This design comes from an exercise in tuning for small area and a short achievable clock period on the open sky130 flow, not from production work. RTL that was checked went through simulation tests only; none was proved equivalent to the original.

==> wip/willow: inputs <==
// inst_mem_loader
module inst_mem_loader #(
    parameter int unsigned   IW    = 9,
    parameter int unsigned   AW    = 8,
    parameter int unsigned   DEPTH = 2**AW,
    parameter logic [IW-1:0] NOP   = '0
) (
    input  logic          CLK,
    input  logic          Reset,
    input  logic          load_start,
    input  logic          prog_valid,
    input  logic [IW-1:0] prog_data,
    input  logic          prog_last,
    output logic          prog_ready,
    output logic          load_done,
    output logic [AW:0]   loaded_count,
    input  logic          fetch_en,
    input  logic [AW-1:0] Address,
    output logic [IW-1:0] Instruction,
    output logic          inst_valid,
    output logic          addr_fault
);
    logic [AW-1:0] wp;
    logic          ph;
    logic          we;
    logic          in_range;
    logic          fetch_ok;
    logic [IW-1:0] rq;
    logic [15:0]   wr, wc, rhi, rlo;
    assign we       = prog_ready & prog_valid & ~load_start;
    assign in_range = {1'b0, Address} < loaded_count;
    assign fetch_ok = fetch_en & load_done;
    inst_mem_array #(
        .IW    (IW),
        .AW    (AW),
        .DEPTH (DEPTH)
    ) u_array (
        .clk   (CLK),
        .wr    (wr),
        .wc    (wc),
        .wd    (prog_data ^ {IW{ph}}),
        .rhi   (rhi),
        .rlo   (rlo),
        .rq    (rq)
    );
    for (genvar k = 0; k < 16; k++) begin : g_dec
        assign wr[k]  = we && wp[7:4] == 4'(k);
        assign wc[k]  = wp[3:0] == 4'(k);
        assign rhi[k] = Address[7:4] == 4'(k);
        assign rlo[k] = Address[3:0] == 4'(k);
    end
    always_ff @(posedge CLK or posedge Reset) begin
        if (Reset)
            ph <= 1'b0;
        else
            ph <= ~ph;
    end
    always_ff @(posedge CLK) begin
        if (load_start)
            wp <= '0;
        else if (we)
            wp <= wp + 1'b1;
    end
    always_ff @(posedge CLK or posedge Reset) begin
        if (Reset) begin
            prog_ready   <= 1'b0;
            load_done    <= 1'b0;
            loaded_count <= '0;
        end else if (load_start) begin
            prog_ready   <= 1'b1;
            load_done    <= 1'b0;
            loaded_count <= '0;
        end else if (we && (prog_last || wp == AW'(DEPTH-1))) begin
            prog_ready   <= 1'b0;
            load_done    <= 1'b1;
            loaded_count <= {1'b0, wp} + 1'b1;
        end
  ...
==> module inst_mem_nor4, before the edit <==
module inst_mem_nor4 #(
    parameter int unsigned IW = 9
) (
    input  logic [IW-1:0] a,
    input  logic [IW-1:0] b,
    input  logic [IW-1:0] c,
    input  logic [IW-1:0] d,
    output logic [IW-1:0] y
);
    assign y = ~(a | b | c | d);
endmodule
==> module inst_mem_or4, before the edit <==
module inst_mem_or4 #(
    parameter int unsigned IW = 9
) (
    input  logic [IW-1:0] a,
    input  logic [IW-1:0] b,
    input  logic [IW-1:0] c,
    input  logic [IW-1:0] d,
    output logic [IW-1:0] y
);
    assign y = a | b | c | d;
endmodule
==> module inst_mem_array, before the edit <==
module inst_mem_array #(
    parameter int unsigned IW    = 9,
    parameter int unsigned AW    = 8,
    parameter int unsigned DEPTH = 2**AW
) (
    input  logic          clk,
    input  logic [15:0]   wr,       
    input  logic [15:0]   wc,       
    input  logic [IW-1:0] wd,
    input  logic [15:0]   rhi,      
    input  logic [15:0]   rlo,      
    output logic [IW-1:0] rq        
);
    logic [DEPTH-1:0]      we, hold, sel_n;
    logic [IW-1:0]         q  [DEPTH];
    logic [IW-1:0]         y1 [DEPTH/2];    
    logic [IW-1:0]         y2 [DEPTH/4];    
    logic [IW-1:0]         y3 [DEPTH/16];   
    logic [IW-1:0]         y4 [DEPTH/64];   
    for (genvar i = 0; i < DEPTH; i++) begin : g_word
        inst_mem_wsel u_wsel (
            .wr (wr[i/16]), .wc (wc[i%16]), .wr_n (~wr[i/16]), .wc_n (~wc[i%16]), .we (we[i]), .hold (hold[i])
        );
        inst_mem_word #(.IW(IW)) u_word (
            .clk (clk), .we (we[i]), .hold (hold[i]), .wd (wd), .q (q[i])
        );
        inst_mem_rsel u_rsel (
            .hi (rhi[i/16]), .lo (rlo[i%16]), .sel_n (sel_n[i])
        );
    end
    for (genvar i = 0; i < DEPTH/2; i++) begin : g_y1
        inst_mem_rpair #(.IW(IW)) u_pair (
            .sel0_n (sel_n[2*i]), .sel1_n (sel_n[2*i+1]),
            .q0 (q[2*i]), .q1 (q[2*i+1]), .y (y1[i])
        );
    end
    for (genvar i = 0; i < DEPTH/4; i++) begin : g_y2
        inst_mem_nor2 #(.IW(IW)) u_nor (.a (y1[2*i]), .b (y1[2*i+1]), .y (y2[i]));
    end
    for (genvar i = 0; i < DEPTH/16; i++) begin : g_y3
        inst_mem_nand4 #(.IW(IW)) u_nand (
            .a (y2[4*i]), .b (y2[4*i+1]), .c (y2[4*i+2]), .d (y2[4*i+3]), .y (y3[i])
        );
    end
    for (genvar i = 0; i < DEPTH/64; i++) begin : g_y4
        inst_mem_or4 #(.IW(IW)) u_or (
            .a (y3[4*i]), .b (y3[4*i+1]), .c (y3[4*i+2]), .d (y3[4*i+3]), .y (y4[i])
        );
    end
    inst_mem_nor4 #(.IW(IW)) u_out (
        .a (y4[0]), .b (y4[1]), .c (y4[2]), .d (y4[3]), .y (rq)
    );
endmodule
==> module inst_mem_loader, before the edit <==
module inst_mem_loader #(
    parameter int unsigned   IW    = 9,
    parameter int unsigned   AW    = 8,
    parameter int unsigned   DEPTH = 2**AW,
    parameter logic [IW-1:0] NOP   = '0
) (
    input  logic          CLK,
    input  logic          Reset,
    input  logic          load_start,
    input  logic          prog_valid,
    input  logic [IW-1:0] prog_data,
    input  logic          prog_last,
    output logic          prog_ready,
    output logic          load_done,
    output logic [AW:0]   loaded_count,
    input  logic          fetch_en,
    input  logic [AW-1:0] Address,
    output logic [IW-1:0] Instruction,
    output logic          inst_valid,
    output logic          addr_fault
);
    logic [AW-1:0] wp;
    logic          ph;
    logic          we;
    logic          in_range;
    logic          fetch_ok;
    logic [IW-1:0] rq;
    logic [15:0]   wr, wc, rhi, rlo;
    assign we       = prog_ready & prog_valid & ~load_start;
    assign in_range = {1'b0, Address} < loaded_count;
    assign fetch_ok = fetch_en & load_done;
    inst_mem_array #(
        .IW    (IW),
        .AW    (AW),
        .DEPTH (DEPTH)
    ) u_array (
        .clk   (CLK),
        .wr    (wr),
        .wc    (wc),
        .wd    (prog_data ^ {IW{ph}}),
        .rhi   (rhi),
        .rlo   (rlo),
        .rq    (rq)
    );
    for (genvar k = 0; k < 16; k++) begin : g_dec
        assign wr[k]  = we && wp[7:4] == 4'(k);
        assign wc[k]  = wp[3:0] == 4'(k);
        assign rhi[k] = Address[7:4] == 4'(k);
        assign rlo[k] = Address[3:0] == 4'(k);
    end
    always_ff @(posedge CLK or posedge Reset) begin
        if (Reset)
            ph <= 1'b0;
        else
            ph <= ~ph;
    end
    always_ff @(posedge CLK) begin
        if (load_start)
            wp <= '0;
        else if (we)
            wp <= wp + 1'b1;
    end
    always_ff @(posedge CLK or posedge Reset) begin
        if (Reset) begin
            prog_ready   <= 1'b0;
            load_done    <= 1'b0;
            loaded_count <= '0;
        end else if (load_start) begin
            prog_ready   <= 1'b1;
            load_done    <= 1'b0;
            loaded_count <= '0;
        end else if (we && (prog_last || wp == AW'(DEPTH-1))) begin
            prog_ready   <= 1'b0;
            load_done    <= 1'b1;
            loaded_count <= {1'b0, wp} + 1'b1;
        end
    end
    always_ff @(posedge CLK or posedge Reset) begin
        if (Reset) begin
            inst_valid  <= 1'b0;
            addr_fault  <= 1'b0;
            Instruction <= NOP;
        end else begin
            inst_valid <= fetch_ok;
            addr_fault <= fetch_ok & ~in_range;
            if (fetch_en)
                Instruction <= (fetch_ok & in_range) ? (rq ^ {IW{ph}}) : NOP;
        end
    end
endmodule
export LEC_CHECK = 0
export CAP_MARGIN = 20
export CORE_MARGIN = 2
export CORE_UTILIZATION = 60
export SETUP_SLACK_MARGIN = 2.4
export SLEW_MARGIN = 20
export SYNTH_HIERARCHICAL = 1
export SYNTH_MINIMUM_KEEP_SIZE = 0
export TNS_END_PERCENT = 5
create_clock -name core_clock -period 5.0 [get_ports {CLK}]
run.sh (not shown) runs the stock make flow with config.mk's settings and CLKGATE_MAP_FILE= SYNTH_SCRIPT=/design/flow/synth_recipe.tcl, a recipe that flattens the netlist after the stock synthesis.
==> wip/violet (differences from wip/willow) <==
==> flow/design.v (replaced) <==
package inst_mem_pkg;
    localparam int unsigned IW_DEF = 9;
    localparam int unsigned AW_DEF = 8;
    typedef logic [IW_DEF-1:0] inst_t;
    typedef logic [AW_DEF-1:0] addr_t;
    localparam inst_t NOP_DEFAULT = '0;
    typedef enum logic [1:0] {
        IDLE = 2'd0,
        LOAD = 2'd1,
        RUN  = 2'd2
    } state_t;
endpackage
module inst_mem_word #(
    parameter int unsigned IW = 9
) (
    input  logic          clk,
    input  logic          we,
    input  logic          hold,
    input  logic [IW-1:0] wd,
    output logic [IW-1:0] q
);
    always_ff @(posedge clk)
        q <= ~((q | {IW{we}}) & (wd | {IW{hold}}));
endmodule
module inst_mem_rgroup #(
    parameter int unsigned IW = 9,
    parameter int unsigned GW = 16
) (
    input  logic [GW-1:0]    sel_n,
    input  logic [GW*IW-1:0] q,
    output logic [IW-1:0]    y
);
    always_comb begin
        y = '1;
        for (int k = 0; k < GW; k++)
            y = y & (q[k*IW +: IW] | {IW{sel_n[k]}});
    end
endmodule
module inst_mem_array #(
    parameter int unsigned IW    = 9,
    parameter int unsigned AW    = 8,
    parameter int unsigned DEPTH = 2**AW
) (
    input  logic          clk,
    input  logic          we,
    input  logic [AW-1:0] waddr,
    input  logic [IW-1:0] wd,
    input  logic [AW-1:0] raddr,
    output logic [IW-1:0] rq
);
    localparam int unsigned GW = 16;
    localparam int unsigned NG = DEPTH / GW;
    logic [DEPTH-1:0]    wsel;
    logic [DEPTH*IW-1:0] q;
    logic [NG*IW-1:0]    gy;
    for (genvar i = 0; i < DEPTH; i++) begin : g_word
        assign wsel[i] = we && waddr == AW'(i);
        inst_mem_word #(.IW(IW)) u_word (
            .clk  (clk),
            .we   (wsel[i]),
            .hold (~wsel[i]),
            .wd   (wd),
            .q    (q[i*IW +: IW])
        );
    end
    for (genvar g = 0; g < NG; g++) begin : g_grp
        logic [GW-1:0] sel_n;
        for (genvar k = 0; k < GW; k++) begin : g_sel
            assign sel_n[k] = raddr != AW'(g*GW + k);
        end
        inst_mem_rgroup #(.IW(IW), .GW(GW)) u_rgroup (
            .sel_n (sel_n),
            .q     (q[g*GW*IW +: GW*IW]),
            .y     (gy[g*IW +: IW])
        );
    end
    always_comb begin
        rq = '1;
        for (int g = 0; g < NG; g++)
            rq = rq & gy[g*IW +: IW];
    end
endmodule
module inst_mem_loader #(
    parameter int unsigned   IW    = 9,
    parameter int unsigned   AW    = 8,
    parameter int unsigned   DEPTH = 2**AW,
    parameter logic [IW-1:0] NOP   = '0
) (
    input  logic          CLK,
    input  logic          Reset,
    input  logic          load_start,
    input  logic          prog_valid,
    input  logic [IW-1:0] prog_data,
    input  logic          prog_last,
    output logic          prog_ready,
    output logic          load_done,
    output logic [AW:0]   loaded_count,
    input  logic          fetch_en,
    input  logic [AW-1:0] Address,
    output logic [IW-1:0] Instruction,
    output logic          inst_valid,
    output logic          addr_fault
);
    logic [AW-1:0] wp;
    logic          ph;
    logic          we;
    logic          in_range;
    logic          fetch_ok;
    logic [IW-1:0] rq;
    assign we       = prog_ready & prog_valid & ~load_start;
    assign in_range = {1'b0, Address} < loaded_count;
    assign fetch_ok = fetch_en & load_done;
    inst_mem_array #(
        .IW    (IW),
        .AW    (AW),
        .DEPTH (DEPTH)
    ) u_array (
        .clk   (CLK),
        .we    (we),
        .waddr (wp),
        .wd    (prog_data ^ {IW{ph}}),
        .raddr (Address),
        .rq    (rq)
    );
    always_ff @(posedge CLK or posedge Reset) begin
        if (Reset)
            ph <= 1'b0;
        else
            ph <= ~ph;
    end
    always_ff @(posedge CLK) begin
        if (load_start)
            wp <= '0;
        else if (we)
            wp <= wp + 1'b1;
    end
    always_ff @(posedge CLK or posedge Reset) begin
        if (Reset) begin
            prog_ready   <= 1'b0;
            load_done    <= 1'b0;
            loaded_count <= '0;
        end else if (load_start) begin
            prog_ready   <= 1'b1;
            load_done    <= 1'b0;
            loaded_count <= '0;
        end else if (we && (prog_last || wp == AW'(DEPTH-1))) begin
            prog_ready   <= 1'b0;
            load_done    <= 1'b1;
            loaded_count <= {1'b0, wp} + 1'b1;
        end
    end
    always_ff @(posedge CLK or posedge Reset) begin
        if (Reset) begin
            inst_valid  <= 1'b0;
            addr_fault  <= 1'b0;
            Instruction <= NOP;
        end else begin
            inst_valid <= fetch_ok;
            addr_fault <= fetch_ok & ~in_range;
            if (fetch_en)
                Instruction <= (fetch_ok & in_range) ? (rq ^ {IW{ph}}) : NOP;
        end
    end
endmodule
- CORE_UTILIZATION: 60 -> 40
- SETUP_SLACK_MARGIN: 2.4 -> unset
- TNS_END_PERCENT: 5 -> unset
==> wip/xenon (differences from wip/willow) <==
--- a/flow/design.v
+++ b/flow/design.v
@@ -69,32 +69,10 @@
     input  logic [IW-1:0] d,
     output logic [IW-1:0] y
 );
     assign y = ~(a & b & c & d);
 endmodule
-module inst_mem_nor4 #(
-    parameter int unsigned IW = 9
-) (
-    input  logic [IW-1:0] a,
-    input  logic [IW-1:0] b,
-    input  logic [IW-1:0] c,
-    input  logic [IW-1:0] d,
-    output logic [IW-1:0] y
-);
-    assign y = ~(a | b | c | d);
-endmodule
-module inst_mem_or4 #(
-    parameter int unsigned IW = 9
-) (
-    input  logic [IW-1:0] a,
-    input  logic [IW-1:0] b,
-    input  logic [IW-1:0] c,
-    input  logic [IW-1:0] d,
-    output logic [IW-1:0] y
-);
-    assign y = a | b | c | d;
-endmodule
 module inst_mem_array #(
     parameter int unsigned IW    = 9,
     parameter int unsigned AW    = 8,
     parameter int unsigned DEPTH = 2**AW
 ) (
@@ -109,11 +87,12 @@
     logic [DEPTH-1:0]      we, hold, sel_n;
     logic [IW-1:0]         q  [DEPTH];
     logic [IW-1:0]         y1 [DEPTH/2];    
     logic [IW-1:0]         y2 [DEPTH/4];    
     logic [IW-1:0]         y3 [DEPTH/16];   
-    logic [IW-1:0]         y4 [DEPTH/64];   
+    logic [IW-1:0]         y4 [DEPTH/32];   
+    logic [IW-1:0]         y5 [DEPTH/128];  
     for (genvar i = 0; i < DEPTH; i++) begin : g_word
         inst_mem_wsel u_wsel (
             .wr (wr[i/16]), .wc (wc[i%16]), .wr_n (~wr[i/16]), .wc_n (~wc[i%16]), .we (we[i]), .hold (hold[i])
         );
         inst_mem_word #(.IW(IW)) u_word (
@@ -135,18 +114,19 @@
     for (genvar i = 0; i < DEPTH/16; i++) begin : g_y3
         inst_mem_nand4 #(.IW(IW)) u_nand (
             .a (y2[4*i]), .b (y2[4*i+1]), .c (y2[4*i+2]), .d (y2[4*i+3]), .y (y3[i])
         );
     end
-    for (genvar i = 0; i < DEPTH/64; i++) begin : g_y4
-        inst_mem_or4 #(.IW(IW)) u_or (
-            .a (y3[4*i]), .b (y3[4*i+1]), .c (y3[4*i+2]), .d (y3[4*i+3]), .y (y4[i])
-        );
-    end
-    inst_mem_nor4 #(.IW(IW)) u_out (
-        .a (y4[0]), .b (y4[1]), .c (y4[2]), .d (y4[3]), .y (rq)
-    );
+    for (genvar i = 0; i < DEPTH/32; i++) begin : g_y4
+        inst_mem_nor2 #(.IW(IW)) u_nor (.a (y3[2*i]), .b (y3[2*i+1]), .y (y4[i]));
+    end
+    for (genvar i = 0; i < DEPTH/128; i++) begin : g_y5
+        inst_mem_nand4 #(.IW(IW)) u_nand (
+            .a (y4[4*i]), .b (y4[4*i+1]), .c (y4[4*i+2]), .d (y4[4*i+3]), .y (y5[i])
+        );
+    end
+    inst_mem_nor2 #(.IW(IW)) u_out (.a (y5[0]), .b (y5[1]), .y (rq));
 endmodule
 module inst_mem_loader #(
     parameter int unsigned   IW    = 9,
     parameter int unsigned   AW    = 8,
     parameter int unsigned   DEPTH = 2**AW,
@@ -172,10 +152,12 @@
     logic          we;
     logic          in_range;
     logic          fetch_ok;
     logic [IW-1:0] rq;
     logic [15:0]   wr, wc, rhi, rlo;
+    logic [IW-1:0] wd;
+    logic          byp;
     assign we       = prog_ready & prog_valid & ~load_start;
     assign in_range = {1'b0, Address} < loaded_count;
     assign fetch_ok = fetch_en & load_done;
     inst_mem_array #(
         .IW    (IW),
@@ -183,21 +165,27 @@
         .DEPTH (DEPTH)
     ) u_array (
         .clk   (CLK),
         .wr    (wr),
         .wc    (wc),
-        .wd    (prog_data ^ {IW{ph}}),
+        .wd    (wd),
         .rhi   (rhi),
         .rlo   (rlo),
         .rq    (rq)
     );
+    always_ff @(posedge CLK) begin
+        for (int k = 0; k < 16; k++) begin
+            wr[k] <= we && wp[7:4] == 4'(k);
+            wc[k] <= wp[3:0] == 4'(k);
+        end
+        wd <= prog_data ^ {IW{~ph}};
+    end
     for (genvar k = 0; k < 16; k++) begin : g_dec
-        assign wr[k]  = we && wp[7:4] == 4'(k);
-        assign wc[k]  = wp[3:0] == 4'(k);
         assign rhi[k] = Address[7:4] == 4'(k);
         assign rlo[k] = Address[3:0] == 4'(k);
     end
+    assign byp = |(rhi & wr) && |(rlo & wc);
     always_ff @(posedge CLK or posedge Reset) begin
         if (Reset)
             ph <= 1'b0;
         else
             ph <= ~ph;
@@ -221,18 +209,35 @@
             prog_ready   <= 1'b0;
             load_done    <= 1'b1;
             loaded_count <= {1'b0, wp} + 1'b1;
         end
     end
+    logic [IW-1:0] raw;
+    logic [IW-1:0] held;
+    logic          live;
+    logic          hit;
+    always_ff @(posedge CLK)
+        raw <= (byp ? wd : rq) ^ {IW{ph}};
     always_ff @(posedge CLK or posedge Reset) begin
         if (Reset) begin
-            inst_valid  <= 1'b0;
-            addr_fault  <= 1'b0;
-            Instruction <= NOP;
+            inst_valid <= 1'b0;
+            addr_fault <= 1'b0;
+            live       <= 1'b0;
+            hit        <= 1'b0;
+            held       <= NOP;
         end else begin
             inst_valid <= fetch_ok;
             addr_fault <= fetch_ok & ~in_range;
-            if (fetch_en)
-                Instruction <= (fetch_ok & in_range) ? (rq ^ {IW{ph}}) : NOP;
+            live       <= fetch_en;
+            hit        <= fetch_ok & in_range;
+            held       <= Instruction;
         end
     end
-endmodule
+    always_comb begin
+        if (!live)
+            Instruction = held;
+        else if (hit)
+            Instruction = raw;
+        else
+            Instruction = NOP;
+    end
+endmodule
- CTS_BUF_LIST: unset -> sky130_fd_sc_hd__clkbuf_16
- CTS_CLUSTER_DIAMETER: unset -> 60
- CTS_CLUSTER_SIZE: unset -> 24
- TNS_END_PERCENT: 5 -> 100
==> wip/nickel (differences from wip/willow) <==
- CTS_BUF_LIST: unset -> sky130_fd_sc_hd__clkbuf_16
- CTS_CLUSTER_DIAMETER: unset -> 60
- CTS_CLUSTER_SIZE: unset -> 24
==> impl_metrics.ini <==
[run_status]
status = complete, no violations

[synthesis]
synth_xor_area_frac = 0.00318
yosys-top-cells-count = o22ai_1 (3465), dfxtp_1 (2312), nor2_1 (588)

[sta]
rsz0062_at_grt = false
setup_ws_ns = 0.561

[placed_design]
postPlaceCellArea_um2 = 84700

[die]
die_w_um = 466

[layout]
buffer_area_frac = 0.0316

[power]
power.share.clock = 0.464

[critical_path]
worstPathRequired_ns = 5.78

[clock_tree]
cts_buffers = 221
The numbers above come from wip/violet.

==> impl_metrics.ini <==
[run_status]
status = complete, no violations

[power]
power.share.clock = 0.460

[clock_tree]
cts_buffers = 223

[sta]
setup_ws_ns = 1.68

[die]
die_w_um = 375
The numbers above come from wip/willow.

==> impl_metrics.ini <==
[run_status]
status = complete, no violations

[power]
power.share.clock = 0.398

[sta]
setup_ws_ns = 1.93
rsz0062_at_grt = true

[synthesis]
synth_xor_area_frac = 0.00281

[layout]
buffer_area_frac = 0.0396

[die]
die_w_um = 378

[critical_path]
worstPathRequired_ns = 5.68

[clock_tree]
cts_buffers = 145
The numbers above come from wip/xenon.

==> impl_metrics.ini <==
[sta]
rsz0062_at_grt = true

[run_status]
status = complete, no violations

[placed_design]
postPlaceCellArea_um2 = 82200

[critical_path]
worstPathRequired_ns = 5.62

[die]
die_w_um = 375

[clock_tree]
cts_buffers = 143

[synthesis]
synth_xor_area_frac = 0.00297

[layout]
buffer_area_frac = 0.0587

[power]
power.density_nw_per_um2 = 365
The numbers above come from wip/nickel.

For wip/violet, only the layout was checked, not whether the RTL still works.

==> separate check: timing with driven ports <==
In the flow no input, the clock included, has a driving cell. The finished layouts below were timed again as built, in two steps. Step 1 (the two cells are an assumption about what drives the block):
set clk [get_ports {CLK}]
set_driving_cell -lib_cell sky130_fd_sc_hd__clkbuf_16 $clk
set_driving_cell -lib_cell sky130_fd_sc_hd__buf_2 [delete_from_list [all_inputs] $clk]
Step 2 adds t to the input delays and takes it off the output delays; t is the mean of the earliest and latest rising clock arrival at the registers after step 1. Input paths then give back, and output paths get back, about the clock's delay inside the block. Slacks: no drivers / after step 1 / after step 2; pairs: no drivers / after step 1.
run	t, ns	setup WS [ns]	latest minus earliest clock arrival (ns)	pins driven straight from the clock port
wip/willow	0.927	1.681 / 1.733 / 0.806	0.030 / 0.030	1
wip/violet	0.952	0.561 / 0.618 / -0.333	0.049 / 0.049	1
wip/xenon	0.887	1.935 / 1.903 / 1.016	0.036 / 0.036	1
wip/nickel	0.861	1.713 / 1.750 / 0.889	0.035 / 0.035	1
With both steps, setup timing fails in wip/violet, where it was met with ideal ports. The setup slack of wip/xenon, which loses most, moves by -0.032 ns with the drivers and by -0.919 ns with both steps.
